This design comes from an exercise in tuning for small area and a short achievable clock period on the open sky130 flow, not from production work.
RTL that was checked went through simulation tests only; none was proved equivalent to the original.
Power figures rest on the tool's default switching activity, not on a simulated workload.

// rob_top
module rob_top
(
   input  logic       clock,
   input  logic       reset,
   input  logic       dispatch_valid_a,
   input  logic       dispatch_valid_b,
   input  logic [4:0] opcode_a,
   input  logic [4:0] opcode_b,
   input  logic [5:0] told_a,
   input  logic [5:0] told_b,
   output logic       dispatch_ready,
   output logic [4:0] rob_idx_a,
   output logic [4:0] rob_idx_b,
   input  logic       cdb_valid_a,
   input  logic       cdb_valid_b,
   input  logic       cdb_valid_c,
   input  logic       cdb_valid_d,
   input  logic [4:0] cdb_idx_a,
   input  logic [4:0] cdb_idx_b,
   input  logic [4:0] cdb_idx_c,
   input  logic [4:0] cdb_idx_d,
   output logic       retire_en_a,
   output logic       retire_en_b,
   output logic [5:0] retire_told_a,
   output logic [5:0] retire_told_b,
   output logic [1:0] retire_count,
   output logic       rob_full,
   output logic       rob_almost_full,
   output logic       rob_empty,
   output logic [4:0] rob_head,
   output logic [4:0] rob_tail,
   output logic [5:0] rob_count
);
Size in the first run: ~1200 cells after synthesis, ~310 flip-flops, about 14000 µm² of cells after synthesis.
export LEC_CHECK = 0
export CAP_MARGIN = 20
export CORE_MARGIN = 2
export CORE_UTILIZATION = 40
export SETUP_SLACK_MARGIN = 3.0
export SLEW_MARGIN = 20
create_clock -name core_clock -period 5.5 [get_ports {clock}]
standard.sh (not shown) runs the stock make flow with config.mk's settings and CLKGATE_MAP_FILE= SYNTH_SCRIPT=/design/flow/synth_recipe.tcl, a recipe that flattens the netlist after the stock synthesis.
==> flow/flow/run.sh <==
#!/bin/bash
# Standard ORFS layout, but with plain buffers on the ports instead of the
# delay buffers buffer_ports picks by default.
set -euo pipefail
cd "$(dirname "$0")/.."
export BUFFER_PORTS_ARGS="-buffer_cell sky130_fd_sc_hd__buf_2"
bash standard.sh finish > orfs_make.log 2>&1
Then changed:
--- a/flow/design.v
+++ b/flow/design.v
@@ -26,20 +26,21 @@
    output logic [5:0] retire_told_b,
    output logic [1:0] retire_count,
    output logic       rob_full,
    output logic       rob_almost_full,
    output logic       rob_empty,
    output logic [4:0] rob_head,
    output logic [4:0] rob_tail,
    output logic [5:0] rob_count
 );
    logic [4:0] head;
+   logic [4:0] h1, h2, h3;  
    logic [4:0] nh;          
    logic [4:0] nh1;         
    logic [4:0] tail;
    logic [4:0] tail_p1;     
    logic [5:0] count;
    logic       ready;
    logic       full;
    logic       almost_full;
    logic       empty;
    logic [1:0] rc;
@@ -107,22 +108,23 @@
          else if (set[2*j+1])
             cpl_o[j]  <= 1'b1;
       end
    end
    logic [3:0] ridx_e, ridx_o;
    logic       rc_e, rc_o, rs_e, rs_o;
    logic [5:0] rt_e, rt_o;
    logic       cpl_h, cpl_n, st_h, st_n;
    logic       hit_h, hit_n;
    logic [5:0] left;        
-   logic       l1, l2, ch, cn;
    logic       ret1, ret2;
+   assign nh  = rc[1] ? h2 : rc[0] ? h1 : head;
+   assign nh1 = rc[1] ? h3 : rc[0] ? h2 : h1;
    assign ridx_o = nh[4:1];
    assign ridx_e = nh1[4:1];
    logic [15:0] sel_e, sel_o;
    always_comb
    begin
       rc_e = 1'b0; rc_o = 1'b0; rs_e = 1'b0; rs_o = 1'b0; rt_e = '0; rt_o = '0;
       for (int j = 0; j < 16; j++)
       begin
          sel_e[j] = (ridx_e == 4'(j));
          sel_o[j] = (ridx_o == 4'(j));
@@ -136,62 +138,49 @@
    end
    assign cpl_h = nh[0] ? rc_o : rc_e;
    assign cpl_n = nh[0] ? rc_e : rc_o;
    assign st_h  = nh[0] ? rs_o : rs_e;
    assign st_n  = nh[0] ? rs_e : rs_o;
    assign hit_h = (cdb_valid_a & (cdb_idx_a == nh)) | (cdb_valid_b & (cdb_idx_b == nh)) |
                   (cdb_valid_c & (cdb_idx_c == nh)) | (cdb_valid_d & (cdb_idx_d == nh));
    assign hit_n = (cdb_valid_a & (cdb_idx_a == nh1)) | (cdb_valid_b & (cdb_idx_b == nh1)) |
                   (cdb_valid_c & (cdb_idx_c == nh1)) | (cdb_valid_d & (cdb_idx_d == nh1));
    assign left = count - 6'(rc);
-   assign l1   = (left != 6'd0);
-   assign l2   = (left[5:1] != 5'd0);
-   assign ch   = cpl_h | hit_h;
-   assign cn   = cpl_n | hit_n;
-   assign ret1 = l1 & ch;
-   assign ret2 = ret1 & l2 & cn;
-   logic [4:0] nh2, nh3;
-   logic [4:0] x1, x2, y1, y2;
-   logic [4:0] nh_next, nh1_next;
-   assign nh2 = nh1 + 5'd1;
-   assign nh3 = nh1 + 5'd2;
-   assign x1  = l1 ? nh1 : nh;
-   assign x2  = l2 ? nh2 : x1;
-   assign y1  = l1 ? nh2 : nh1;
-   assign y2  = l2 ? nh3 : y1;
-   assign nh_next  = ch ? (cn ? x2 : x1) : nh;
-   assign nh1_next = ch ? (cn ? y2 : y1) : nh1;
+   assign ret1 = (left != 6'd0) & (cpl_h | hit_h);
+   assign ret2 = ret1 & (left[5:1] != 5'd0) & (cpl_n | hit_n);
    logic [5:0] ncount;
    assign ncount = left + 6'(accept);
    always_ff @(posedge clock)
    begin
       if (reset)
       begin
          head        <= '0;
-         nh          <= '0;
-         nh1         <= 5'd1;
+         h1          <= 5'd1;
+         h2          <= 5'd2;
+         h3          <= 5'd3;
          tail        <= '0;
          tail_p1     <= 5'd1;
          count       <= '0;
          ready       <= 1'b1;
          full        <= 1'b0;
          almost_full <= 1'b0;
          empty       <= 1'b1;
          rc          <= '0;
          en_a        <= 1'b0;
          en_b        <= 1'b0;
       end
       else
       begin
          head        <= nh;
-         nh          <= nh_next;
-         nh1         <= nh1_next;
+         h1          <= nh1;
+         h2          <= nh1 + 5'd1;
+         h3          <= nh1 + 5'd2;
          tail        <= tail + 5'(accept);
          tail_p1     <= tail_p1 + 5'(accept);
          count       <= ncount;
          ready       <= ~(ncount[5] | (&ncount[4:0]));
          full        <= ncount[5];
          almost_full <= ncount[5] | (&ncount[4:1]);
          empty       <= (ncount == 6'd0);
          rc          <= {ret2, ret1 & ~ret2};
          en_a        <= ret1 & ~st_h;
          en_b        <= ret2 & ~st_n;
What happened: Synthesized cell count climbs by 1.8%. Hold slack hardly moves. Sequential power hardly moves. Via count is higher by 5.9%. Die area came out higher by about 1.9%. Clock skew rose by 0.0033 ns. Cell area went up by 3.5%. Global-route usage came out higher by 2.1 points. Setup slack is worse by 0.32 ns. Power went up by 18%. Routed wire length goes up by about 11%. Synthesized area rises by 1.9%.
No functional check of the RTL was part of the second run of this note.

========
The RTL this note starts from:
==> flow/design.v <==
`timescale 1ns/100ps
module rob_top
(
   input  logic       clock,
   input  logic       reset,
   input  logic       dispatch_valid_a,
   input  logic       dispatch_valid_b,
   input  logic [4:0] opcode_a,
   input  logic [4:0] opcode_b,
   input  logic [5:0] told_a,
   input  logic [5:0] told_b,
   output logic       dispatch_ready,
   output logic [4:0] rob_idx_a,
   output logic [4:0] rob_idx_b,
   input  logic       cdb_valid_a,
   input  logic       cdb_valid_b,
   input  logic       cdb_valid_c,
   input  logic       cdb_valid_d,
   input  logic [4:0] cdb_idx_a,
   input  logic [4:0] cdb_idx_b,
   input  logic [4:0] cdb_idx_c,
   input  logic [4:0] cdb_idx_d,
   output logic       retire_en_a,
   output logic       retire_en_b,
   output logic [5:0] retire_told_a,
   output logic [5:0] retire_told_b,
   output logic [1:0] retire_count,
   output logic       rob_full,
   output logic       rob_almost_full,
   output logic       rob_empty,
   output logic [4:0] rob_head,
   output logic [4:0] rob_tail,
   output logic [5:0] rob_count
);
   logic [4:0] head;
   logic [4:0] nh;          
   logic [4:0] nh1;         
   logic [4:0] tail;
   logic [4:0] tail_p1;     
   logic [5:0] count;
   logic       ready;
   logic       full;
   logic       almost_full;
   logic       empty;
   logic [1:0] rc;
   logic       en_a, en_b;
   logic [5:0] rt_a, rt_b;
   logic [15:0] cpl_e, cpl_o;
   logic [15:0] st_e,  st_o;
   logic [5:0]  told_e [16];
   logic [5:0]  told_o [16];
   logic       alloc_a, alloc_b;
   logic [1:0] accept;
   assign alloc_a = dispatch_valid_a & ready;
   assign alloc_b = dispatch_valid_b & ready;
   assign accept  = {alloc_a & alloc_b, alloc_a ^ alloc_b};
   logic       wen_e, wen_o;
   logic       wst_e, wst_o;
   logic [5:0] wtold_e, wtold_o;
   assign wen_e   = tail[0] ? alloc_b : alloc_a;
   assign wen_o   = tail[0] ? alloc_a : alloc_b;
   assign wst_e   = tail[0] ? (opcode_b == 5'd0) : (opcode_a == 5'd0);
   assign wst_o   = tail[0] ? (opcode_a == 5'd0) : (opcode_b == 5'd0);
   assign wtold_e = tail[0] ? told_b : told_a;
   assign wtold_o = tail[0] ? told_a : told_b;
   logic [3:0] lo [4];
   logic [7:0] hi [4];
   logic [3:0] cv;
   logic [4:0] ci [4];
   logic [31:0] set;
   assign cv = {cdb_valid_d, cdb_valid_c, cdb_valid_b, cdb_valid_a};
   assign ci[0] = cdb_idx_a;
   assign ci[1] = cdb_idx_b;
   assign ci[2] = cdb_idx_c;
   assign ci[3] = cdb_idx_d;
   always_comb
   begin
      for (int p = 0; p < 4; p++)
      begin
         for (int k = 0; k < 4; k++)
            lo[p][k] = cv[p] & (ci[p][1:0] == 2'(k));
         for (int m = 0; m < 8; m++)
            hi[p][m] = (ci[p][4:2] == 3'(m));
      end
      for (int i = 0; i < 32; i++)
         set[i] = (lo[0][i%4] & hi[0][i/4]) | (lo[1][i%4] & hi[1][i/4]) |
                  (lo[2][i%4] & hi[2][i/4]) | (lo[3][i%4] & hi[3][i/4]);
   end
   always_ff @(posedge clock)
   begin
      for (int j = 0; j < 16; j++)
      begin
         if (wen_e && tail_p1[4:1] == 4'(j))
         begin
            cpl_e[j]  <= 1'b0;
            st_e[j]   <= wst_e;
            told_e[j] <= wtold_e;
         end
         else if (set[2*j])
            cpl_e[j]  <= 1'b1;
         if (wen_o && tail[4:1] == 4'(j))
         begin
            cpl_o[j]  <= 1'b0;
            st_o[j]   <= wst_o;
            told_o[j] <= wtold_o;
         end
         else if (set[2*j+1])
            cpl_o[j]  <= 1'b1;
      end
   end
   logic [3:0] ridx_e, ridx_o;
   logic       rc_e, rc_o, rs_e, rs_o;
   logic [5:0] rt_e, rt_o;
   logic       cpl_h, cpl_n, st_h, st_n;
   logic       hit_h, hit_n;
   logic [5:0] left;        
   logic       l1, l2, ch, cn;
   logic       ret1, ret2;
   assign ridx_o = nh[4:1];
   assign ridx_e = nh1[4:1];
   logic [15:0] sel_e, sel_o;
   always_comb
   begin
      rc_e = 1'b0; rc_o = 1'b0; rs_e = 1'b0; rs_o = 1'b0; rt_e = '0; rt_o = '0;
      for (int j = 0; j < 16; j++)
      begin
         sel_e[j] = (ridx_e == 4'(j));
         sel_o[j] = (ridx_o == 4'(j));
         rc_e = rc_e | (sel_e[j] & cpl_e[j]);
         rc_o = rc_o | (sel_o[j] & cpl_o[j]);
         rs_e = rs_e | (sel_e[j] & st_e[j]);
         rs_o = rs_o | (sel_o[j] & st_o[j]);
         rt_e = rt_e | ({6{sel_e[j]}} & told_e[j]);
         rt_o = rt_o | ({6{sel_o[j]}} & told_o[j]);
      end
   end
   assign cpl_h = nh[0] ? rc_o : rc_e;
   assign cpl_n = nh[0] ? rc_e : rc_o;
   assign st_h  = nh[0] ? rs_o : rs_e;
   assign st_n  = nh[0] ? rs_e : rs_o;
   assign hit_h = (cdb_valid_a & (cdb_idx_a == nh)) | (cdb_valid_b & (cdb_idx_b == nh)) |
                  (cdb_valid_c & (cdb_idx_c == nh)) | (cdb_valid_d & (cdb_idx_d == nh));
   assign hit_n = (cdb_valid_a & (cdb_idx_a == nh1)) | (cdb_valid_b & (cdb_idx_b == nh1)) |
                  (cdb_valid_c & (cdb_idx_c == nh1)) | (cdb_valid_d & (cdb_idx_d == nh1));
   assign left = count - 6'(rc);
   assign l1   = (left != 6'd0);
   assign l2   = (left[5:1] != 5'd0);
   assign ch   = cpl_h | hit_h;
   assign cn   = cpl_n | hit_n;
   assign ret1 = l1 & ch;
   assign ret2 = ret1 & l2 & cn;
   logic [4:0] nh2, nh3;
   logic [4:0] x1, x2, y1, y2;
   logic [4:0] nh_next, nh1_next;
   assign nh2 = nh1 + 5'd1;
   assign nh3 = nh1 + 5'd2;
   assign x1  = l1 ? nh1 : nh;
   assign x2  = l2 ? nh2 : x1;
   assign y1  = l1 ? nh2 : nh1;
   assign y2  = l2 ? nh3 : y1;
   assign nh_next  = ch ? (cn ? x2 : x1) : nh;
   assign nh1_next = ch ? (cn ? y2 : y1) : nh1;
   logic [5:0] ncount;
   assign ncount = left + 6'(accept);
   always_ff @(posedge clock)
   begin
      if (reset)
      begin
         head        <= '0;
         nh          <= '0;
         nh1         <= 5'd1;
         tail        <= '0;
         tail_p1     <= 5'd1;
         count       <= '0;
         ready       <= 1'b1;
         full        <= 1'b0;
         almost_full <= 1'b0;
         empty       <= 1'b1;
         rc          <= '0;
         en_a        <= 1'b0;
         en_b        <= 1'b0;
      end
      else
      begin
         head        <= nh;
         nh          <= nh_next;
         nh1         <= nh1_next;
         tail        <= tail + 5'(accept);
         tail_p1     <= tail_p1 + 5'(accept);
         count       <= ncount;
         ready       <= ~(ncount[5] | (&ncount[4:0]));
         full        <= ncount[5];
         almost_full <= ncount[5] | (&ncount[4:1]);
         empty       <= (ncount == 6'd0);
         rc          <= {ret2, ret1 & ~ret2};
         en_a        <= ret1 & ~st_h;
         en_b        <= ret2 & ~st_n;
      end
   end
   always_ff @(posedge clock)
   begin
      rt_a <= nh[0] ? rt_o : rt_e;
      rt_b <= nh[0] ? rt_e : rt_o;
   end
   assign dispatch_ready  = ready;
   assign rob_idx_a       = tail;
   assign rob_idx_b       = tail_p1;
   assign retire_count    = rc;
   assign retire_en_a     = en_a;
   assign retire_en_b     = en_b;
   assign retire_told_a   = rt_a;
   assign retire_told_b   = rt_b;
   assign rob_full        = full;
   assign rob_almost_full = almost_full;
   assign rob_empty       = empty;
   assign rob_head        = head;
   assign rob_tail        = tail;
   assign rob_count       = count;
endmodule
clock: 5.5 ns
lec_check: 0
cap_margin: 20
core_margin: 2
core_utilization: 60
cts_cluster_diameter: 80
cts_cluster_size: 24
setup_slack_margin: 3.25
slew_margin: 20
tns_end_percent: 0
==> flow/flow/run.sh <==
#!/bin/bash
# Standard ORFS layout, with plain buffers on the ports instead of the delay
# buffers buffer_ports picks by default, and sizing free to change a cell's
# footprint.
set -euo pipefail
cd "$(dirname "$0")/.."
export BUFFER_PORTS_ARGS="-buffer_cell sky130_fd_sc_hd__buf_2"
bash standard.sh MATCH_CELL_FOOTPRINT=0 finish > orfs_make.log 2>&1
The baseline finished clean.
Edit:
--- a/flow/design.v
+++ b/flow/design.v
@@ -113,9 +113,8 @@
    logic [5:0] rt_e, rt_o;
    logic       cpl_h, cpl_n, st_h, st_n;
    logic       hit_h, hit_n;
    logic [5:0] left;        
-   logic       l1, l2, ch, cn;
    logic       ret1, ret2;
    assign ridx_o = nh[4:1];
    assign ridx_e = nh1[4:1];
    logic [15:0] sel_e, sel_o;
@@ -142,25 +141,10 @@
                   (cdb_valid_c & (cdb_idx_c == nh)) | (cdb_valid_d & (cdb_idx_d == nh));
    assign hit_n = (cdb_valid_a & (cdb_idx_a == nh1)) | (cdb_valid_b & (cdb_idx_b == nh1)) |
                   (cdb_valid_c & (cdb_idx_c == nh1)) | (cdb_valid_d & (cdb_idx_d == nh1));
    assign left = count - 6'(rc);
-   assign l1   = (left != 6'd0);
-   assign l2   = (left[5:1] != 5'd0);
-   assign ch   = cpl_h | hit_h;
-   assign cn   = cpl_n | hit_n;
-   assign ret1 = l1 & ch;
-   assign ret2 = ret1 & l2 & cn;
-   logic [4:0] nh2, nh3;
-   logic [4:0] x1, x2, y1, y2;
-   logic [4:0] nh_next, nh1_next;
-   assign nh2 = nh1 + 5'd1;
-   assign nh3 = nh1 + 5'd2;
-   assign x1  = l1 ? nh1 : nh;
-   assign x2  = l2 ? nh2 : x1;
-   assign y1  = l1 ? nh2 : nh1;
-   assign y2  = l2 ? nh3 : y1;
-   assign nh_next  = ch ? (cn ? x2 : x1) : nh;
-   assign nh1_next = ch ? (cn ? y2 : y1) : nh1;
+   assign ret1 = (left != 6'd0) & (cpl_h | hit_h);
+   assign ret2 = ret1 & (left[5:1] != 5'd0) & (cpl_n | hit_n);
    logic [5:0] ncount;
    assign ncount = left + 6'(accept);
    always_ff @(posedge clock)
    begin
@@ -182,10 +166,10 @@
       end
       else
       begin
          head        <= nh;
-         nh          <= nh_next;
-         nh1         <= nh1_next;
+         nh          <= ret2 ? nh1 + 5'd1 : ret1 ? nh1 : nh;
+         nh1         <= ret2 ? nh1 + 5'd2 : ret1 ? nh1 + 5'd1 : nh1;
          tail        <= tail + 5'(accept);
          tail_p1     <= tail_p1 + 5'(accept);
          count       <= ncount;
          ready       <= ~(ncount[5] | (&ncount[4:0]));
Via count decreases by 2.8%. Critical path depth decreases by 2. Die area hardly moves. Worst hold slack improves by 0.0092 ns. Power barely changes. Clock skew decreases by 0.0080 ns. Register-to-register slack degrades by 0.14 ns. Wire length decreases by 6.2%. Maximum frequency decreases by 4.9%. Final area decreases by 1.2%. Synthesized area barely changes. Synthesized cell count decreases by 0.77%.
Only the layout flow was run in the second run of this note; the RTL was not checked for function there.

what the ideal ports hide:
How much do the figures lean on ideal ports? The routed layouts below were timed once more, with nothing changed but the port constraints. Step 1, drivers: a clkbuf_16 drives clock and a buf_2 each remaining input, both assumed. Step 2, shift: input delay + t, output delay - t, t = (earliest + latest rising clock arrival at the registers) / 2. This alone moves slack from input paths to output paths. Slacks: ideal ports / drivers / drivers and shift; pairs: ideal ports / drivers.
run | t (ns) | setup WS [ns] | latest minus earliest clock arrival (ns) | cell pins on the clock port's net
the first run of note 1 | 0.555 | 2.873 / 2.873 / 2.363 | 0.016 / 0.017 | 1
the second run of note 1 | 0.583 | 2.556 / 2.556 / 2.230 | 0.021 / 0.021 | 1
the first run of note 2 | 0.560 | 2.875 / 2.875 / 2.407 | 0.038 / 0.037 | 1
the second run of note 2 | 0.555 | 2.739 / 2.739 / 2.272 | 0.030 / 0.030 | 1
After both steps every run listed still meets setup and hold. For the first run of note 1, which loses most, drivers alone change the setup slack by 0.000 ns; drivers and shift together by -0.510 ns.
